Background: an optimization exercise with open tools, aiming at small area, a short achievable clock period and few clock cycles. Do not read the settings as production practice. Function not checked in this run: the RTL went through the layout flow alone. No activity file was given, so power comes from the tool's default toggle rates.

### design.v
package esd_pkg;
  localparam logic [1:0] KIND_CHAR  = 2'd0;
  localparam logic [1:0] KIND_SLICE = 2'd1;
  localparam logic [1:0] KIND_ERROR = 2'd2;
  localparam logic [1:0] KIND_DONE  = 2'd3;
  localparam logic [1:0] NUM_OCT = 2'd0;
  localparam logic [1:0] NUM_X   = 2'd1;
  localparam logic [1:0] NUM_U   = 2'd2;
endpackage
module esd_back #(
  parameter int N = 1
) (
  input  logic         sel,
  input  logic [N-1:0] a,
  input  logic [N-1:0] b,
  output logic [N-1:0] y
);
  assign y = sel ? a : b;
endmodule
import esd_pkg::*;
module escape_sequence_decoder (
  input  logic        clk,
  input  logic        rst,
  input  logic        chars_valid,
  output logic        chars_ready,
  input  logic [15:0] chars_char_code,
  input  logic        chars_end_of_string,
  output logic        results_valid,
  input  logic        results_ready,
  output logic [1:0]  results_kind,
  output logic [15:0] results_out_char,
  output logic [15:0] results_slice_start,
  output logic [15:0] results_slice_length,
  output logic [2:0]  results_error_code,
  output logic        results_last,
  input  logic        cfg_valid,
  output logic        cfg_ready,
  input  logic        cfg_interpolation_enable
);
  logic        h_valid;
  logic [15:0] h_c;
  logic        h_eos;
  logic        k_bs, k_lb, k_rb, k_oct, k_hex, k_esc, k_enum, k_eu;
  logic        s_valid;
  logic        s_rdy;       
  logic [15:0] s_c;
  logic        s_eos;
  logic        interp;
  logic        m_nrm, m_esc, m_num, m_brc, m_err;
  logic        n_oct;
  logic [1:0]  n_rem;
  logic        n_seen;
  logic [15:0] nb;
  logic [15:0] pos;
  logic [15:0] blen;
  logic        r_valid;
  logic [1:0]  r_kind;
  logic [15:0] r_data;      
  logic [2:0]  r_err;       
  logic        r_slice;     
  logic        r_slice2;    
  logic        r_last;
  logic        p_char;      
  logic        p_slice;     
  logic        p_err;       
  logic [1:0]  p_code;
  logic        p_done;      
  assign cfg_ready = 1'b1;
  assign chars_ready = s_rdy;
  assign results_valid = r_valid;
  assign results_kind = r_kind;
  assign results_last = r_last;
  assign results_out_char = r_data;
  assign results_error_code = r_err;
  assign results_slice_start = r_slice ? nb : 16'd0;
  assign results_slice_length = r_slice2 ? blen : 16'd0;
  logic [3:0]  dig;
  logic        dg;
  logic [15:0] nshift;
  logic [15:0] pos1;
  logic [15:0] blen1;
  logic [15:0] map;
  logic        pend;
  logic        resume;
  logic        a_has, a_err;
  logic [15:0] a_data;
  logic [2:0]  a_code;
  logic        b_has, c_has, d_has;
  logic [1:0]  d_code;
  logic        zero;
  logic        to_esc, to_num, to_brc, to_err, to_nrm;
  always_comb begin
    if (!h_c[6]) begin
      dig = h_c[3:0];
    end else begin
      case (h_c[2:0])
        3'd1: dig = 4'd10;
        3'd2: dig = 4'd11;
        3'd3: dig = 4'd12;
        3'd4: dig = 4'd13;
        3'd5: dig = 4'd14;
        default: dig = 4'd15;
      endcase
    end
    dg = n_oct ? k_oct : k_hex;
    nshift = n_oct ? {nb[12:0], h_c[2:0]} : {nb[11:0], dig};
    for (int i = 0; i < 16; i++) begin
      pos1[i] = pos[i] ^ (&(pos | ~(16'hFFFF >> (16 - i)))) | (&pos);
      blen1[i] = blen[i] ^ (&(blen | ~(16'hFFFF >> (16 - i)))) | (&blen);
    end
    map = h_c;
    if (h_c[6:0] == 7'h74) map = 16'h0009;
    else if (h_c[6:0] == 7'h6E) map = 16'h000A;
    else if (h_c[6:0] == 7'h72) map = 16'h000D;
    pend = p_char || p_slice || p_err || p_done;
    resume = m_num && !dg && n_seen;
    a_has = m_nrm && !k_bs || m_esc && !k_enum ||
            m_num && (!dg || n_rem == 2'd0) || m_brc;
    a_err = m_esc && !k_esc && !k_enum || m_num && !dg && !n_seen ||
            m_num && dg && n_rem == 2'd0 && n_oct && nb[5];
    if (m_esc) a_data = map;
    else if (m_num && dg) a_data = nshift;
    else if (m_num) a_data = nb;
    else a_data = h_c;
    a_code = m_esc ? 3'd2 : (dg ? 3'd4 : 3'd3);
    b_has = resume && !k_bs;
    c_has = m_brc && k_rb;
    to_esc = (m_nrm || resume) && k_bs;
    to_brc = (m_nrm || resume) && k_lb && interp || m_brc && !k_rb;
    to_num = m_esc && k_enum || m_num && dg && n_rem != 2'd0;
    to_err = m_err || a_err;
    to_nrm = !(to_esc || to_brc || to_num || to_err);
    d_has = h_eos && (to_esc || to_num || to_brc);
    d_code = to_esc ? 2'd1 : (to_num ? 2'd3 : 2'd0);
    zero = !(a_has || h_eos);
  end
  logic r_free;
  logic consume;
  logic accept;
  logic go_r, go_w;
  logic h_en, h_en_r, h_en_w;
  logic n_en, n_en_r, n_en_w;
  logic pos_en, pos_en_r, pos_en_w;
  logic nb_en, nb_en_r, nb_en_w;
  logic pos_chg;
  assign go_r = h_valid && (!pend || zero && !p_slice);
  assign go_w = h_valid && (r_valid ? (zero && !p_char && !p_slice && !r_slice)
                                    : (!pend || zero && !p_slice));
  assign h_en_r = go_r || !h_valid;
  assign h_en_w = go_w || !h_valid;
  assign n_en_r = go_r && (m_esc || m_num);
  assign n_en_w = go_w && (m_esc || m_num);
  assign pos_chg = h_eos || a_has && !a_err;
  assign pos_en_r = go_r && pos_chg || p_char && !p_done;
  assign pos_en_w = go_w && pos_chg || !r_valid && p_char && !p_done;
  assign nb_en_r = p_char ? m_brc : (go_r && !m_brc);
  assign nb_en_w = p_char ? (!r_valid && m_brc) : (go_w && !m_brc);
  esd_back #(.N(6)) u_late (
    .sel (results_ready),
    .a   ({go_r, h_en_r, n_en_r, pos_en_r, nb_en_r, 1'b1}),
    .b   ({go_w, h_en_w, n_en_w, pos_en_w, nb_en_w, !r_valid}),
    .y   ({consume, h_en, n_en, pos_en, nb_en, r_free})
  );
  assign accept = chars_valid && s_rdy;
  logic [15:0] in_c;
  logic        in_hi0;
  logic        in_oct;
  assign in_c = s_valid ? s_c : chars_char_code;
  assign in_hi0 = (in_c[15:7] == 9'd0);
  assign in_oct = in_hi0 && in_c[6:3] == 4'b0110;
  always_ff @(posedge clk) begin
    if (rst) begin
      h_valid <= 1'b0;
      s_valid <= 1'b0;
      s_rdy <= 1'b1;
    end else if (consume) begin
      h_valid <= s_valid | accept;
      s_valid <= 1'b0;
      s_rdy <= 1'b1;
    end else if (accept) begin
      h_valid <= 1'b1;
      s_valid <= h_valid;
      s_rdy <= !h_valid;
    end
  end
  always_ff @(posedge clk) begin
    if (h_en) begin
      h_c <= in_c;
      h_eos <= s_valid ? s_eos : chars_end_of_string;
      k_bs <= in_hi0 && in_c[6:0] == 7'h5C;
      k_lb <= in_hi0 && in_c[6:0] == 7'h7B;
      k_rb <= in_hi0 && in_c[6:0] == 7'h7D;
      k_oct <= in_oct;
      k_hex <= in_hi0 && (in_c[6:4] == 3'b011 && (!in_c[3] || in_c[2:1] == 2'b00) ||
                          in_c[6] && in_c[4:3] == 2'b00 && in_c[2:0] != 3'd0 && in_c[2:0] != 3'd7);
      k_esc <= in_hi0 && (in_c[6:0] == 7'h74 || in_c[6:0] == 7'h6E || in_c[6:0] == 7'h72 ||
                          in_c[6:0] == 7'h22 || in_c[6:0] == 7'h27 || in_c[6:0] == 7'h7B ||
                          in_c[6:0] == 7'h5C);
      k_enum <= in_oct || in_hi0 && (in_c[6:0] == 7'h78 || in_c[6:0] == 7'h58 ||
                                     in_c[6:0] == 7'h75 || in_c[6:0] == 7'h55);
      k_eu <= in_c[6:0] == 7'h75 || in_c[6:0] == 7'h55;
    end
    if (!s_valid) begin
      s_c <= chars_char_code;
      s_eos <= chars_end_of_string;
    end
  end
  always_ff @(posedge clk) begin
    if (rst) begin
      interp <= 1'b0;
    end else if (cfg_valid) begin
      interp <= cfg_interpolation_enable;
    end
  end
  always_ff @(posedge clk) begin
    if (rst) begin
      m_nrm <= 1'b1;
      m_esc <= 1'b0;
      m_num <= 1'b0;
      m_brc <= 1'b0;
      m_err <= 1'b0;
    end else if (consume) begin
      m_nrm <= to_nrm || h_eos;
      m_esc <= to_esc && !h_eos;
      m_num <= to_num && !h_eos;
      m_brc <= to_brc && !h_eos;
      m_err <= to_err && !h_eos;
    end
  end
  always_ff @(posedge clk) begin
    if (rst) begin
      pos <= 16'd0;
    end else if (pos_en) begin
      pos <= (h_eos && !p_char) ? 16'd0 : pos1;
    end
  end
  always_ff @(posedge clk) begin
    if (n_en) begin
      n_oct <= m_esc ? k_oct : n_oct;
      n_rem <= m_esc ? (k_eu ? 2'd3 : 2'd1) : n_rem - 2'd1;
      n_seen <= m_esc ? k_oct : 1'b1;
    end
    if (consume) begin
      blen <= m_brc ? blen1 : 16'd1;
    end
  end
  always_ff @(posedge clk) begin
    if (nb_en) begin
      if (p_char || !(m_esc || m_num)) nb <= pos;
      else if (m_esc) nb <= {13'd0, k_oct ? h_c[2:0] : 3'd0};
      else if (dg) nb <= nshift;
      else nb <= h_c;
    end
  end
  logic        nx_valid;
  logic [1:0]  nx_kind;
  logic [15:0] nx_data;
  logic [2:0]  nx_err;
  logic        nx_slice;
  logic        nx_last;
  always_comb begin
    nx_valid = 1'b1;
    nx_kind = KIND_DONE;
    nx_data = 16'd0;
    nx_err = 3'd0;
    nx_slice = 1'b0;
    nx_last = 1'b1;
    if (p_char) begin
      nx_kind = KIND_CHAR;
      nx_data = nb;
      nx_last = !(p_err || p_done);
    end else if (p_slice) begin
      nx_kind = KIND_SLICE;
      nx_slice = 1'b1;
      nx_last = !(p_err || p_done);
    end else if (p_err) begin
      nx_kind = KIND_ERROR;
      nx_err = {1'b0, p_code};
      nx_last = 1'b0;
    end else if (p_done) begin
      nx_kind = KIND_DONE;
    end else if (!h_valid || zero) begin
      nx_valid = 1'b0;
    end else if (a_has && a_err) begin
      nx_kind = KIND_ERROR;
      nx_err = a_code;
      nx_last = !h_eos;
    end else if (a_has) begin
      nx_kind = KIND_CHAR;
      nx_data = a_data;
      nx_last = !(b_has || c_has || h_eos);
    end else if (d_has) begin
      nx_kind = KIND_ERROR;
      nx_err = {1'b0, d_code};
      nx_last = 1'b0;
    end
  end
  always_ff @(posedge clk) begin
    if (rst) begin
      r_valid <= 1'b0;
    end else if (r_free) begin
      r_valid <= nx_valid;
    end
  end
  always_ff @(posedge clk) begin
    if (rst) begin
      r_slice2 <= 1'b0;
    end else if (r_free) begin
      r_slice2 <= nx_slice;
    end
  end
  always_ff @(posedge clk) begin
    if (r_free) begin
      r_kind <= nx_kind;
      r_data <= nx_data;
      r_err <= nx_err;
      r_slice <= nx_slice;
      r_last <= nx_last;
    end
  end
  always_ff @(posedge clk) begin
    if (rst) begin
      p_char <= 1'b0;
      p_slice <= 1'b0;
      p_err <= 1'b0;
      p_done <= 1'b0;
    end else if (r_free) begin
      if (p_char) begin
        p_char <= 1'b0;
      end else if (p_slice) begin
        p_slice <= 1'b0;
      end else if (p_err) begin
        p_err <= 1'b0;
      end else if (p_done) begin
        p_done <= 1'b0;
      end else if (h_valid && !zero) begin
        if (a_has) begin
          p_char <= b_has;
          p_slice <= c_has;
          p_err <= d_has;
          p_done <= h_eos;
        end else begin
          p_done <= d_has;
        end
      end
    end
  end
  always_ff @(posedge clk) begin
    if (r_free && !pend) p_code <= d_code;
  end
endmodule
### flow/run.sh
#!/bin/bash
# The standard layout, with every port buffered by a plain buffer (buf_4 on outputs and
# inputs) instead of the resizer's default pick, a slow delay cell.
set -euo pipefail
export BUFFER_PORTS_ARGS="-buffer_cell sky130_fd_sc_hd__buf_4"
bash standard.sh > standard.log 2>&1
### constraint.sdc
create_clock -name core_clock -period 7.5 [get_ports {clk}]
set_input_delay 1.5000 -clock core_clock [delete_from_list [all_inputs] [get_ports {clk}]]
set_output_delay 1.5000 -clock core_clock [all_outputs]
set_load 0.01 [all_outputs]
### standard.sh
#!/bin/bash
# synth_recipe.tcl (not shown) runs the flow's synth.tcl, then flattens the netlist and writes it again
# the make line also repeats each setting of config.mk as NAME=value (left out here)
make -C /OpenROAD-flow-scripts/flow DESIGN_CONFIG=/design/flow/config.mk WORK_HOME=/design/flow/orfs CLKGATE_MAP_FILE= SYNTH_SCRIPT=/design/flow/synth_recipe.tcl "${@:-finish}"
### config.mk
export PLATFORM = sky130hd
export DESIGN_NAME = escape_sequence_decoder
export DESIGN_NICKNAME = escape_sequence_decoder
export VERILOG_FILES = /design/flow/design.v
export SDC_FILE = /design/flow/constraint.sdc
export NUM_CORES = 4
export LEC_CHECK = 0
export CAP_MARGIN = 20
export CORE_MARGIN = 2
export CORE_UTILIZATION = 65
export CTS_BUF_LIST = sky130_fd_sc_hd__clkbuf_4 sky130_fd_sc_hd__clkbuf_8
export CTS_CLUSTER_SIZE = 30
export SETUP_SLACK_MARGIN = 4.5
export SLEW_MARGIN = 20
export SYNTH_HIERARCHICAL = 1
==> metrics.md <==
| Metric | Value |
|---|---|
| Status | timing/DRC/antenna clean |
| Post-Route Skew | 14.70 ps |
| Root Driver | clkbuf_8 |
| Unrepaired setup endpoints after global routing | no |
| Clk sinks | 134 |
| Critical path arrival | 1410 ps |
| Cts bufs inserted | 17 |
| FP Rows | 38 |
| Fin crit period | 2911 ps |
| Cell Count, Final, Fillers Out | 962 |
| Final TNS setup | 0 ps |
| DR WL/cell | around 18 um |
| Post-synth top flop | edfxtp_1 |
| Sequential share of the synthesized area | 0.4895 |
| Syn_area_per_cell | 9.664 um2 |
| H-tree depth | 4 |
| Critical Path RT | roughly 6000 ps |
| Final period util | 0.3881 |
| # setup viols final | 0 |
| Max VDD drop | 0.1771 mV |
| Final hold slack | 481.5 ps |
| P_int | 1.252 mW |
| Initial antenna violation count | 0 |
| Overall die width | 109.5 um |
| Final Max Tran Viols | 0 |
| # diodes | 0 |
| Largest net degree at the start of global routing | 33 |
| TritonRoute pass-1 iters | 5 |
| Nets@finish | ~840 |
| GP Congestion | 0.9372 |
| Clock Power Share | 0.351 |
| Crit Path Max Fanout | 17 |
| Synthesis Warnings | 7 |
| CTS Hold Bufs | 0 |
| Vias | 6069 |
| Area Overhead vs Synth | 14.47% |
| Initial DRC Count | 682 |
| Critical path class | flip-flop to primary output |
| Clk pin slew, worst setup/hold paths | 80 ps |
| Ys async rst share | 0 |
| GRT overflow | 0 |
| Maxcap violations | 0 |
| DP Wirelength | 12550 um |
| Synthesized flop and latch total | 134 |
| Final Hold Fails | 0 |
| Maximum clock rate | 0.3436 GHz |
| Combinational Power Share | 0.124 |
| Worst R2R Path Depth | 10 |
| Slew @ Worst Pin | 1035 ps |
| Core ar. | around 11000 um2 |
| Vias in the first global route | 5437 |
| # IOs | 80 |
| IO Port Bufs | 78 |
| Worst slew margin | 0.3087 |
| Die Y | 109.5 um |
| Later-pin clock latency in the skew report | 450 ps |
| Cells after synthesis | 749 |
| DRC | 0 |
| First-pass GRT wire length | ~28000 um |
| P_leak | 3.213 nW |
| HP Class | flip-flop to flip-flop |
| Power Dens Cells | 207.6 nW/um2 |
| Die Area | ~12000 um2 |
| Crit path launch type | flip-flop |
| Placed Cells | 923 |
| Antenna Nets Post-Route | 0 |
| Switching share of total power | 0.2724 |
| Netlist cell types | 77 |
| Hold Path Depth | 1 |
| Switching pwr | 0.4687 mW |
| Seq pwr share | 0.525 |
| Vias/cell | about 6.3 |
| Wirelength, routed | 17710 um |
| Post-synth EDFFs | 86 |
| TritonCTS clock tree | built |
| Clk buf depth | 2 |
| Initial core utilization | 0.6677 |
| Layout cells sized above 1 | 0.1910 |
| Cell area after synthesis | 7238 um2 |
| Crit. End Element | primary output |
| Tot GR Track Use | 0.3074 |
-- power groups by stage --
stage	combinational (mW)	sequential, mW	clock (mW)
floorplan	0.143	0.896	0
global placement	0.202	0.914	0
detailed placement	0.208	0.917	0
CTS	0.211	0.900	0.609
global route	0.235	0.908	0.637
finish	0.214	0.903	0.604
-- stage by stage --
step	util	area (um2)	setup WS, ps	power, mW
after global placement	0.7198	7802	4188	1.116
after detailed placement	0.7198	7802	4034	1.125
after global routing	0.7643	8285	4508	1.780
after CTS	0.7606	8245	4551	1.719
after floorplan	-	7242	4606	1.039
final	0.7643	8285	4589	1.720
-- worst paths after layout --
check / slack [ps] / end / startpoint
worst min-delay path: 480 / s_eos$_DFF_P_ / s_eos$_DFF_P_
worst max-delay path: 4590 / results_slice_start[8] / r_slice$_DFFE_PP_
worst max register to register: 4690 / m_brc$_SDFFE_PP0P_ / k_oct$_DFFE_PP_
worst min register to register: 480 / s_eos$_DFF_P_ / s_eos$_DFF_P_
-- per-layer routing --
layer  wire, um  GRT usage  part of all wire  up-vias
li1           -          -                 -     2869
met5          0          0                 0        -
met4        318    0.09494             0.018        0
met3       1578    0.07172             0.089       34
met2       7858     0.4572              0.44      324
met1       7958     0.4486              0.45     2842
-- cells in the final DEF, fill, tap and decap left out, drive strengths merged, types with 3 or more instances in the layout --
cell	netlist	layout
ha	9	9
o31ai	6	6
and4	5	5
nand2	69	69
nor4	8	8
xor2	3	3
a21o	5	5
nand3	19	19
clkinvlp	0	3
o211ai	4	4
edfxtp	86	86
o22ai	11	11
and3	7	7
nor2b	13	13
a2bb2oi	4	4
a211oi	7	7
nor3	27	27
clkinv	1	5
mux2	22	22
and2	38	38
a22oi	8	8
clkbuf	28	19
inv	24	28
mux2i	21	21
nor2	66	66
o21ai	62	62
a31oi	9	9
a32oi	3	3
nand4	5	5
dfxtp	48	48
nand2b	15	15
or3	4	4
a32o	3	3
a21oi	43	43
buf	19	87
xnor2	7	7
a22o	3	3
-- final cells by class --
cell class / instances / area, um2
inverter: 25 / 93.84
sequential: 134 / 3546
fill: 755 / 2555
clock buffer: 19 / 255.2
tap: 140 / 175.2
timing repair buffer: 87 / 653.1
multi-input combinational: 544 / 3417
clock inverter: 13 / 145.1
-- cells by family (layout without fill, tap and decap cells) --
| kind of cell | count (synthesis) | after routing | share of synthesized area |
|---|---|---|---|
| adders and majority gates | 9 | 9 | 0.01556 |
| buffers and inverters | 72 | 144 | 0.04270 |
| muxes | 43 | 43 | 0.06690 |
| xor gates and xnor gates | 10 | 10 | 0.01210 |
| and+or+nand+nor | 287 | 287 | 0.2022 |
| DFF | 134 | 134 | 0.4895 |
| other | 1 | 2 | 0.0005181 |
| AOI/OAI and AO/OA | 193 | 193 | 0.1704 |
-- state kept, by name, summed over array words and instances (netlist names), 2 cells and up --
register  flops
blen         16
h_c          16
n_rem         2
nb           16
p_code        2
pos          16
r_data       16
r_err         3
r_kind        2
s_c          16
-- Yosys cell counts (4+ instances only) --
master      n  share of area
o22ai_1    11         0.0095
o211ai_1    4         0.0041
edfxtp_1   86           0.36
nor4_1      7         0.0060
and4_1      5         0.0060
xnor2_1     7         0.0085
a211oi_1    7         0.0073
and2_1     37          0.032
a21o_1      5         0.0052
ha_1        9          0.016
a2bb2oi_1   4         0.0048
nand3_1    19          0.013
or3_1       4         0.0035
nor3_1     26          0.018
nor2b_1    12          0.010
a31oi_1     8         0.0069
o31ai_1     6         0.0062
buf_1       5         0.0026
dfxtp_1    48           0.13
buf_2      10         0.0069
a21oi_1    43          0.030
nand4_1     5         0.0043
mux2_4      6          0.012
mux2i_1    20          0.028
nor2_1     66          0.034
clkbuf_1   28          0.015
nand2b_1   14          0.012
and3_1      7         0.0060
o21ai_0    56          0.039
mux2_2     16          0.025
inv_1      24          0.012
a22oi_1     8         0.0083
nand2_1    69          0.036
o21ai_1     6         0.0041
-- repair_timing --
| action | in CTS | in global routing |
|---|---|---|
| buffers inserted | 5 | 2 |
| cloned | 0 | 0 |
| setup endpoints to repair | 87 | 13 |
| gates resized for setup | 2 | 6 |
| hold endpoints to repair | 0 | 0 |
-- critical path, cell delays in order, from the launching register on --
cell and delay (ps):
edfxtp_1 570, and2_1 250, buf_4 140

-- what the ideal ports hide --
In the flow no input, the clock included, has a driving cell. The finished layout below was timed again as built, in two steps. Step 1 sets driving cells, clkbuf_16 on the clock port and buf_2 on the other inputs (assumed; they add their load-dependent delay and slew). Step 2 adds t to the input delays and takes it off the output delays; t is the mean of the earliest and latest rising clock arrival at the registers after step 1. Input paths then give back, and output paths get back, about the clock's delay inside the block. Three values: ideal, step 1, step 2; two values: the first two.
t (ns): 0.473
setup WS [ns]: 4.589 / 4.555 / 4.377
worst setup path after step 2: input to register
worst register clock-pin slew, ns: 0.08 / 0.08
worst data-port slew with drivers (ns): 0.04
After both steps setup and hold are still met in this run. For this run, drivers alone change the setup slack by -0.034 ns; drivers and shift together by -0.212 ns.
